From an optimization exercise on the open Yosys and OpenROAD flow, aimed at small area; shortcuts taken in it are not production practice.
In this exercise RTL edits were held to simulation tests only and were not proved equivalent to the original.
No activity file was given, so power comes from the tool's default toggle rates.

Design tlb_assoc_param, start of the top module:
module tlb_assoc_param #(
    parameter int ENTRIES = 64,
    parameter int ASID_W  = 8,
    parameter int CNT_W   = 16
) (
    input  logic              i_clk,
    input  logic              i_rst,
    input  logic              i_lk_valid,
    input  logic [31:0]       i_lk_va,
    input  logic [ASID_W-1:0] i_lk_asid,
    output logic              o_rsp_valid,
    output logic              o_rsp_hit,
    output logic              o_rsp_asid_neq,
    output logic [31:0]       o_rsp_pa,
    output logic [3:0]        o_rsp_domain,
    output logic [1:0]        o_rsp_ap,
    output logic              o_rsp_apx,
    input  logic              i_wr,
    input  logic [1:0]        i_wr_type,
    input  logic [19:0]       i_wr_va,
    input  logic [19:0]       i_wr_pa,
    input  logic [ASID_W-1:0] i_wr_asid,
    input  logic              i_wr_global,
    input  logic [3:0]        i_wr_domain,
    input  logic [7:0]        i_wr_ap,
    input  logic              i_wr_apx,
    input  logic              i_inv_all,
    input  logic              i_inv_mva,
    input  logic              i_inv_asid,
    input  logic [19:0]       i_inv_va,
    input  logic [ASID_W-1:0] i_inv_asid_val,
    output logic              o_full,
    output logic [CNT_W-1:0]  o_hit_cnt,
    output logic [CNT_W-1:0]  o_miss_cnt
);
For scale: about 9500 cells after synthesis, about 4200 flip-flops, about 210 I/O pins, roughly 160000 µm² of cells after synthesis.
clock: 10.0 ns
lec_check: 0
abc_area: 1
cap_margin: 10
core_margin: 2
core_utilization: 65
place_density: 0.75
setup_slack_margin: 0.5
slew_margin: 10
standard.sh (not shown) runs the stock make flow with config.mk's settings and CLKGATE_MAP_FILE= SYNTH_SCRIPT=/design/flow/synth_recipe.tcl, a recipe that flattens the netlist after the stock synthesis.
==> flow/flow/run.sh <==
#!/bin/bash
# Own layout flow: the standard ORFS flow, with these changes.
#  1. Synthesis maps the logic with an area-recovering ABC script (flow/abc_area.script)
#     instead of ORFS's area script, which buffers and upsizes after mapping.
#     Registers are mapped by dfflibmap before ABC runs, so they are unchanged.
#  2. Port buffers are buf_1 instead of clkdlybuf4s50_1 (every port still gets one).
#  3. CTS runs without dummy loads and with larger sink clusters of clkbuf_16.
# Each step's full output goes to a log file in the work folder.
set -euo pipefail
W=$(pwd)
rm -rf "$W/scripts_abc"
cp -r "$FLOW_HOME/scripts" "$W/scripts_abc"
cp "$W/flow/abc_area.script" "$W/scripts_abc/abc_area.script"
SCRIPTS_DIR="$W/scripts_abc" bash standard.sh synth > "$W/run_synth.log" 2>&1
export BUFFER_PORTS_ARGS="-buffer_cell sky130_fd_sc_hd__buf_1"
export CTS_ARGS="-sink_clustering_enable -repair_clock_nets -dont_use_dummy_load -sink_clustering_size 25 -sink_clustering_max_diameter 80 -buf_list sky130_fd_sc_hd__clkbuf_16"
bash standard.sh finish > "$W/run_finish.log" 2>&1
==> flow/flow/abc_area.script <==
strash
dc2
&get -n
&dch
&nf -R 1000 -p
&put
topo
==> next run, changes <==
Settings changed: CORE_UTILIZATION 65 to 50, PLACE_DENSITY 0.75 to 0.6, SETUP_SLACK_MARGIN 0.5 to 0.2.
Outcome:
- The changed run ran to the end with no violations
- cell area is higher by 1.4%
- wire length is higher by 0.81%
- total power is higher by 0.95%
- worst setup slack loses 0.16 ns
- global-route usage is lower by 9.1 points
- via count is lower by 2.9%
- area after synthesis does not change
- die area is higher by 30%
- clock-buffer cell count is higher by 7
- sequential cell count is unchanged
- critical path depth is higher by 6
==> next run, changes <==
Settings changed: CORE_UTILIZATION 50 to 60, PLACE_DENSITY 0.6 to 0.7.
Outcome: The changed run ran to the end with no violations; combinational power hardly moves; clock skew barely changes; design area went down by 1.3%; first-iteration DRC count went up by 13%; power went down by 1.2%; area after synthesis is unchanged; wire length went down by 2.7%.

* * *

tlb_assoc_param, a different RTL version from the one above (not shown whole).
For scale: roughly 4200 flip-flops, about 0.16 mm2 of cells after synthesis.
Design tlb_assoc_param, start of the top module:
module tlb_assoc_param #(
    parameter int ENTRIES = 64,
    parameter int ASID_W  = 8,
    parameter int CNT_W   = 16
) (
    input  logic              i_clk,
    input  logic              i_rst,
    input  logic              i_lk_valid,
    input  logic [31:0]       i_lk_va,
    input  logic [ASID_W-1:0] i_lk_asid,
    output logic              o_rsp_valid,
    output logic              o_rsp_hit,
    output logic              o_rsp_asid_neq,
    output logic [31:0]       o_rsp_pa,
    output logic [3:0]        o_rsp_domain,
    output logic [1:0]        o_rsp_ap,
    output logic              o_rsp_apx,
    input  logic              i_wr,
    input  logic [1:0]        i_wr_type,
    input  logic [19:0]       i_wr_va,
    input  logic [19:0]       i_wr_pa,
    input  logic [ASID_W-1:0] i_wr_asid,
    input  logic              i_wr_global,
    input  logic [3:0]        i_wr_domain,
    input  logic [7:0]        i_wr_ap,
    input  logic              i_wr_apx,
    input  logic              i_inv_all,
    input  logic              i_inv_mva,
    input  logic              i_inv_asid,
    input  logic [19:0]       i_inv_va,
    input  logic [ASID_W-1:0] i_inv_asid_val,
    output logic              o_full,
    output logic [CNT_W-1:0]  o_hit_cnt,
    output logic [CNT_W-1:0]  o_miss_cnt
);
    localparam int IDX_W = (ENTRIES > 1) ? $clog2(ENTRIES) : 1;
    logic [ENTRIES-1:0] valid_q;
  ...
clock: 10.0 ns
lec_check: 0
abc_area: 1
cap_margin: 10
core_margin: 2
core_utilization: 60
place_density: 0.7
setup_slack_margin: 0.5
slew_margin: 10
synth_hierarchical: 1
synth_minimum_keep_size: 0
Scripts as last shown in full above: flow/flow/run.sh, flow/flow/abc_area.script
Then changed:
Settings changed: CORE_UTILIZATION 60 to 50, PLACE_DENSITY 0.7 to 0.6, SETUP_SLACK_MARGIN 0.5 to 0.2.
Power is higher slightly.
Via count went down slightly.
Die area went up by about a fifth.
Non-clock buffer count came out higher by 55.
Clock-buffer cell count grows by 1.
Area after synthesis stays the same.
Routed wire length goes up by a few percent.
Maximum frequency drops by a few percent.

* * *

run A:
The RTL this note starts from:
==> flow/design.v <==
module tlb_assoc_param #(
    parameter int ENTRIES = 64,
    parameter int ASID_W  = 8,
    parameter int CNT_W   = 16
) (
    input  logic              i_clk,
    input  logic              i_rst,
    input  logic              i_lk_valid,
    input  logic [31:0]       i_lk_va,
    input  logic [ASID_W-1:0] i_lk_asid,
    output logic              o_rsp_valid,
    output logic              o_rsp_hit,
    output logic              o_rsp_asid_neq,
    output logic [31:0]       o_rsp_pa,
    output logic [3:0]        o_rsp_domain,
    output logic [1:0]        o_rsp_ap,
    output logic              o_rsp_apx,
    input  logic              i_wr,
    input  logic [1:0]        i_wr_type,
    input  logic [19:0]       i_wr_va,
    input  logic [19:0]       i_wr_pa,
    input  logic [ASID_W-1:0] i_wr_asid,
    input  logic              i_wr_global,
    input  logic [3:0]        i_wr_domain,
    input  logic [7:0]        i_wr_ap,
    input  logic              i_wr_apx,
    input  logic              i_inv_all,
    input  logic              i_inv_mva,
    input  logic              i_inv_asid,
    input  logic [19:0]       i_inv_va,
    input  logic [ASID_W-1:0] i_inv_asid_val,
    output logic              o_full,
    output logic [CNT_W-1:0]  o_hit_cnt,
    output logic [CNT_W-1:0]  o_miss_cnt
);
    localparam int IDX_W = (ENTRIES > 1) ? $clog2(ENTRIES) : 1;
    logic [ENTRIES-1:0] valid_q;
    logic [ENTRIES-1:0] t3_q;
    logic [ENTRIES-1:0] global_q;
    logic [19:0]        va_q     [ENTRIES];
    logic [19:0]        pa_q     [ENTRIES];
    logic [ASID_W-1:0]  asid_q   [ENTRIES];
    logic [3:0]         domain_q [ENTRIES];
    logic [7:0]         ap_q     [ENTRIES];
    logic [ENTRIES-1:0] apx_q;
    logic [IDX_W-1:0]   ptr_q;
    logic inv_any, blocked, wr_en, cmp_inv;
    assign inv_any = i_inv_all | i_inv_mva | i_inv_asid;
    assign blocked = inv_any | i_wr;
    assign wr_en   = i_wr & ~inv_any;
    assign cmp_inv = i_inv_mva | i_inv_asid;
    logic [19:0]       cmp_va;
    logic [ASID_W-1:0] cmp_asid;
    assign cmp_va   = cmp_inv ? i_inv_va       : i_lk_va[31:12];
    assign cmp_asid = cmp_inv ? i_inv_asid_val : i_lk_asid;
    logic [ENTRIES-1:0] match, neq_vec, asid_only;
    for (genvar gi = 0; gi < ENTRIES; gi++) begin : g_cmp
        logic c_hi, c_mid, tag_eq, asid_eq;
        assign c_hi    = t3_q[gi] | pa_q[gi][2];
        assign c_mid   = t3_q[gi] | pa_q[gi][1];
        assign tag_eq  = (cmp_va[19:12] == va_q[gi][19:12])
                       & (~c_hi     | (cmp_va[11:8] == va_q[gi][11:8]))
                       & (~c_mid    | (cmp_va[7:4]  == va_q[gi][7:4]))
                       & (~t3_q[gi] | (cmp_va[3:0]  == va_q[gi][3:0]));
        assign asid_eq = (cmp_asid == asid_q[gi]);
        assign match[gi]     = valid_q[gi] & tag_eq & (global_q[gi] | asid_eq);
        assign neq_vec[gi]   = valid_q[gi] & tag_eq & ~global_q[gi] & ~asid_eq;
        assign asid_only[gi] = valid_q[gi] & ~global_q[gi] & asid_eq;
    end
    localparam int GS = 8;
    localparam int NG = ENTRIES / GS;
    logic [ENTRIES-1:0] hit_oh, free_oh, ptr_oh, wr_oh;
    logic [ENTRIES-1:0] hit_before, valid_before;    
    logic [NG-1:0]      g_hit, g_full;
    logic [NG:0]        gh_before, gf_before;        
    assign gh_before[0] = 1'b0;
    assign gf_before[0] = 1'b1;
    for (genvar gg = 0; gg < NG; gg++) begin : g_grp
        assign hit_before[gg*GS]   = 1'b0;
        assign valid_before[gg*GS] = 1'b1;
        for (genvar k = 1; k < GS; k++) begin : g_in
            assign hit_before[gg*GS+k]   = hit_before[gg*GS+k-1] | match[gg*GS+k-1];
            assign valid_before[gg*GS+k] = valid_before[gg*GS+k-1] & valid_q[gg*GS+k-1];
        end
        assign g_hit[gg]       = |match[gg*GS +: GS];
        assign g_full[gg]      = &valid_q[gg*GS +: GS];
        assign gh_before[gg+1] = gh_before[gg] | g_hit[gg];
        assign gf_before[gg+1] = gf_before[gg] & g_full[gg];
        for (genvar k = 0; k < GS; k++) begin : g_oh
            assign hit_oh[gg*GS+k]  = match[gg*GS+k] & ~hit_before[gg*GS+k] & ~gh_before[gg];
            assign free_oh[gg*GS+k] = ~valid_q[gg*GS+k] & valid_before[gg*GS+k] & gf_before[gg];
            assign ptr_oh[gg*GS+k]  = (ptr_q == IDX_W'(gg*GS+k));
        end
    end
    logic any_hit, any_free;
    assign any_hit  = gh_before[NG];
    assign any_free = ~gf_before[NG];
    assign wr_oh    = any_free ? free_oh : ptr_oh;
    logic [ENTRIES-1:0] valid_d;
    always_comb begin
        if (i_inv_all)       valid_d = '0;
        else if (i_inv_mva)  valid_d = valid_q & ~match;
        else if (i_inv_asid) valid_d = valid_q & ~asid_only;
        else if (i_wr)       valid_d = valid_q | wr_oh;
        else                 valid_d = valid_q;
    end
    always_ff @(posedge i_clk) begin
        if (i_rst) begin
            valid_q <= '0;
            ptr_q   <= '0;
            o_full  <= 1'b0;
        end else begin
            valid_q <= valid_d;
            o_full  <= &valid_d;
            if (i_inv_all)                ptr_q <= '0;
            else if (wr_en && !any_free)  ptr_q <= ptr_q + 1'b1;
        end
    end
    logic        wr_t3, wr_c_hi, wr_c_mid;
    logic [19:0] wr_pa_enc;
    assign wr_t3     = (i_wr_type == 2'd3);
    assign wr_c_hi   = (i_wr_type != 2'd0);
    assign wr_c_mid  = i_wr_type[1];
    assign wr_pa_enc = {i_wr_pa[19:4], wr_t3 ? i_wr_pa[3:0] : {1'b0, wr_c_hi, wr_c_mid, 1'b0}};
    for (genvar gi = 0; gi < ENTRIES; gi++) begin : g_store
        always_ff @(posedge i_clk) begin
            if (wr_en && wr_oh[gi]) begin
                t3_q[gi]     <= wr_t3;
                va_q[gi]     <= i_wr_va;
                pa_q[gi]     <= wr_pa_enc;
                asid_q[gi]   <= i_wr_asid;
                global_q[gi] <= i_wr_global;
                domain_q[gi] <= i_wr_domain;
                ap_q[gi]     <= i_wr_ap;
                apx_q[gi]    <= i_wr_apx;
            end
        end
    end
    logic [19:0] s_pa;
    logic [3:0]  s_dom;
    logic [7:0]  s_ap;
    logic        s_apx, s_t3;
    always_comb begin
        s_pa  = '0;
        s_dom = '0;
        s_ap  = '0;
        s_apx = 1'b0;
        s_t3  = 1'b0;
        for (int i = 0; i < ENTRIES; i++) begin
            s_pa  = s_pa  | (pa_q[i]     & {20{hit_oh[i]}});
            s_dom = s_dom | (domain_q[i] & {4{hit_oh[i]}});
            s_ap  = s_ap  | (ap_q[i]     & {8{hit_oh[i]}});
            s_apx = s_apx | (apx_q[i]    & hit_oh[i]);
            s_t3  = s_t3  | (t3_q[i]     & hit_oh[i]);
        end
    end
    logic        s_c_hi, s_c_mid;
    logic [31:0] sel_pa;
    logic [1:0]  sub, sel_ap;
    assign s_c_hi  = s_t3 | s_pa[2];
    assign s_c_mid = s_t3 | s_pa[1];
    assign sel_pa  = {s_pa[19:12],
                      s_c_hi  ? s_pa[11:8] : i_lk_va[23:20],
                      s_c_mid ? s_pa[7:4]  : i_lk_va[19:16],
                      s_t3    ? s_pa[3:0]  : i_lk_va[15:12],
                      i_lk_va[11:0]};
    assign sub     = s_t3 ? i_lk_va[11:10] : (s_pa[1] ? i_lk_va[15:14] : 2'd3);
    always_comb begin
        case (sub)
            2'd0:    sel_ap = s_ap[1:0];
            2'd1:    sel_ap = s_ap[3:2];
            2'd2:    sel_ap = s_ap[5:4];
            default: sel_ap = s_ap[7:6];
        endcase
    end
    logic rsp_hit_d, rsp_neq_d;
    assign rsp_hit_d = i_lk_valid & ~blocked & any_hit;
    assign rsp_neq_d = i_lk_valid & ~blocked & ~any_hit & |neq_vec;
    always_ff @(posedge i_clk) begin
        if (i_rst) begin
            o_rsp_valid    <= 1'b0;
            o_rsp_hit      <= 1'b0;
            o_rsp_asid_neq <= 1'b0;
            o_rsp_pa       <= '0;
            o_rsp_domain   <= '0;
            o_rsp_ap       <= '0;
            o_rsp_apx      <= 1'b0;
        end else begin
            o_rsp_valid    <= i_lk_valid;
            o_rsp_hit      <= rsp_hit_d;
            o_rsp_asid_neq <= rsp_neq_d;
            if (rsp_hit_d) begin
                o_rsp_pa     <= sel_pa;
                o_rsp_domain <= s_dom;
                o_rsp_ap     <= sel_ap;
                o_rsp_apx    <= s_apx;
            end
        end
    end
    always_ff @(posedge i_clk) begin
        if (i_rst) begin
            o_hit_cnt  <= '0;
            o_miss_cnt <= '0;
        end else if (i_lk_valid) begin
            if (rsp_hit_d) begin
                if (o_hit_cnt != '1) o_hit_cnt <= o_hit_cnt + 1'b1;
            end else begin
                if (o_miss_cnt != '1) o_miss_cnt <= o_miss_cnt + 1'b1;
            end
        end
    end
endmodule
export LEC_CHECK = 0
export ABC_AREA = 1
export CAP_MARGIN = 20
export CORE_MARGIN = 2
export CORE_UTILIZATION = 50
export PLACE_DENSITY = 0.6
export SETUP_SLACK_MARGIN = 0.2
export SLEW_MARGIN = 20
create_clock -name core_clock -period 10.0 [get_ports {i_clk}]
==> flow/flow/run.sh <==
#!/bin/bash
# Own layout flow: the standard ORFS flow, with two changes.
#  1. Synthesis maps the logic with an area-recovering ABC script (flow/abc_area.script)
#     instead of ORFS's area script, which buffers and upsizes after mapping.
#     Registers are mapped by dfflibmap before ABC runs, so they are unchanged.
#  2. CTS runs without dummy loads and with larger sink clusters of clkbuf_16.
# Each step's full output goes to a log file in the work folder.
set -euo pipefail
W=$(pwd)
rm -rf "$W/scripts_abc"
cp -r "$FLOW_HOME/scripts" "$W/scripts_abc"
cp "$W/flow/abc_area.script" "$W/scripts_abc/abc_area.script"
SCRIPTS_DIR="$W/scripts_abc" bash standard.sh synth > "$W/run_synth.log" 2>&1
export CTS_ARGS="-sink_clustering_enable -repair_clock_nets -dont_use_dummy_load -sink_clustering_size 30 -sink_clustering_max_diameter 80 -buf_list sky130_fd_sc_hd__clkbuf_16"
bash standard.sh finish > "$W/run_finish.log" 2>&1
==> flow/flow/abc_area.script <==
strash
&get -n
&dch
&nf -R 1000
&put
topo
Modified inputs, run B compared to run A
==> flow/run.sh (new file) <==
#!/bin/bash
# synth_recipe.tcl (not shown) runs the flow's synth.tcl, then flattens the netlist and writes it again
# the make line also repeats each setting of config.mk as NAME=value (left out here)
make -C /OpenROAD-flow-scripts/flow DESIGN_CONFIG=/design/flow/config.mk WORK_HOME=/design/flow/orfs CLKGATE_MAP_FILE= SYNTH_SCRIPT=/design/flow/synth_recipe.tcl finish
removed: flow/flow/run.sh
removed: flow/flow/abc_area.script
removed: flow/standard.sh
[summary]
The die of run B is larger than the one used in run A.
Going from run A to run B, met1 usage now larger; distinct cell type count of the synthesized netlist now larger.
Fraction of synthesized area in multiplexers, run B and run A, lower one = run B.
In run B the worst ir drop on vdd turned out 7.8% higher than in run A.
Slowest cell on the critical path = nand4_1: run B; slowest cell on the critical path = a221oi_1: run A
## Diff of input files: run C against run B
Settings: a change of SLEW_MARGIN from 20 to 0; a change of CAP_MARGIN from 20 to 0.
==> flow/flow/run.sh (new file) <==
#!/bin/bash
# Own layout flow: the standard ORFS flow, with these changes.
#  1. Synthesis maps the logic with an area-recovering ABC script (flow/abc_area.script)
#     instead of ORFS's area script, which buffers and upsizes after mapping.
#     Registers are mapped by dfflibmap before ABC runs, so they are unchanged.
#  2. Port buffers are buf_1 instead of clkdlybuf4s50_1 (every port still gets one).
#  3. CTS runs without dummy loads and with larger sink clusters of clkbuf_16.
# Each step's full output goes to a log file in the work folder.
set -euo pipefail
W=$(pwd)
rm -rf "$W/scripts_abc"
cp -r "$FLOW_HOME/scripts" "$W/scripts_abc"
cp "$W/flow/abc_area.script" "$W/scripts_abc/abc_area.script"
SCRIPTS_DIR="$W/scripts_abc" bash standard.sh synth > "$W/run_synth.log" 2>&1
export BUFFER_PORTS_ARGS="-buffer_cell sky130_fd_sc_hd__buf_1"
export CTS_ARGS="-sink_clustering_enable -repair_clock_nets -dont_use_dummy_load -sink_clustering_size 25 -sink_clustering_max_diameter 80 -buf_list sky130_fd_sc_hd__clkbuf_16"
bash standard.sh finish > "$W/run_finish.log" 2>&1
==> flow/flow/abc_area.script (new file) <==
strash
dc2
&get -n
&dch
&nf -R 1000 -p
&put
topo
==> flow/standard.sh (new file) <==
#!/bin/bash
# synth_recipe.tcl (not shown) runs the flow's synth.tcl, then flattens the netlist and writes it again
# the make line also repeats each setting of config.mk as NAME=value (left out here)
make -C /OpenROAD-flow-scripts/flow DESIGN_CONFIG=/design/flow/config.mk WORK_HOME=/design/flow/orfs CLKGATE_MAP_FILE= SYNTH_SCRIPT=/design/flow/synth_recipe.tcl "${@:-finish}"
removed: flow/run.sh
==> comparison <==
- Diff run B -> run C | placer's final routability congestion estimate | up by a few percent
- Sort run B and run C by minimum period implied by the final worst setup slack asc -> top: run B
- Run C reports its dominant combinational cell family by area after synthesis as compound AO/OA/AOI/OAI gates while run B reports simple AND/OR/NAND/NOR gates.
- Run C: non-clock buffer count in the final layout 72% above run B
Edits applied to the flow inputs when going from run C to run D:
Settings: SLEW_MARGIN: 0 -> 10; CORE_UTILIZATION: 50 -> 60; SETUP_SLACK_MARGIN: 0.2 -> 0.5; CAP_MARGIN: 0 -> 10; PLACE_DENSITY: 0.6 -> 0.7.
Results
Run D went all the way through synthesis, placement and routing and the layout is clean on timing, DRC and antenna. Looking at total wirelength of the detailed-routed design, run D sits about 2.3% below run C. Summary — share of total power in the clock network, run D relative to run C: lower, by 0.6 points. The path depth of the worst reg2reg path reported for run D is smaller than that of run C by 2. Worst setup slack: run C vs run D — no meaningful difference.

static timing again, ports no longer ideal:
The flow's constraints put no driver on any port. The routed layouts listed below were extracted and timed again, unchanged, in two steps. Step 1 sets driving cells, clkbuf_16 on the clock port and buf_2 on the other inputs (assumed; they add their load-dependent delay and slew). Step 2 adds t to the input delays and takes it off the output delays; t is the mean of the earliest and latest rising clock arrival at the registers after step 1. Input paths then give back, and output paths get back, about the clock's delay inside the block. a / b / c = no drivers / after step 1 / after step 2; a / b = the first two.
run | t, ns | setup slack, ns | clock arrival spread, ns
the first run of note 1 | 0.977 | 0.636 / 0.705 / -0.272 | 0.094 / 0.094
the second run of note 1 | 1.011 | 0.477 / 0.549 / -0.463 | 0.110 / 0.111
the third run of note 1 | 0.972 | 0.166 / 0.243 / -0.729 | 0.109 / 0.109
the first run of note 2 | 1.034 | 0.629 / 0.717 / -0.317 | 0.091 / 0.092
the second run of note 2 | 1.037 | 0.231 / 0.320 / -0.717 | 0.094 / 0.094
run A | 0.994 | 0.380 / 0.473 / -0.522 | 0.118 / 0.117
run B | 1.081 | 1.524 / 1.535 / 0.455 | 0.059 / 0.059
run C | 1.010 | 0.555 / 0.627 / -0.384 | 0.111 / 0.111
run D | 0.969 | 0.552 / 0.629 / -0.340 | 0.110 / 0.111
Met with ideal ports but missed after step 2: setup timing in 8 of these runs. The setup slack of run B, which loses most, moves by +0.011 ns with the drivers and by -1.069 ns with both steps.
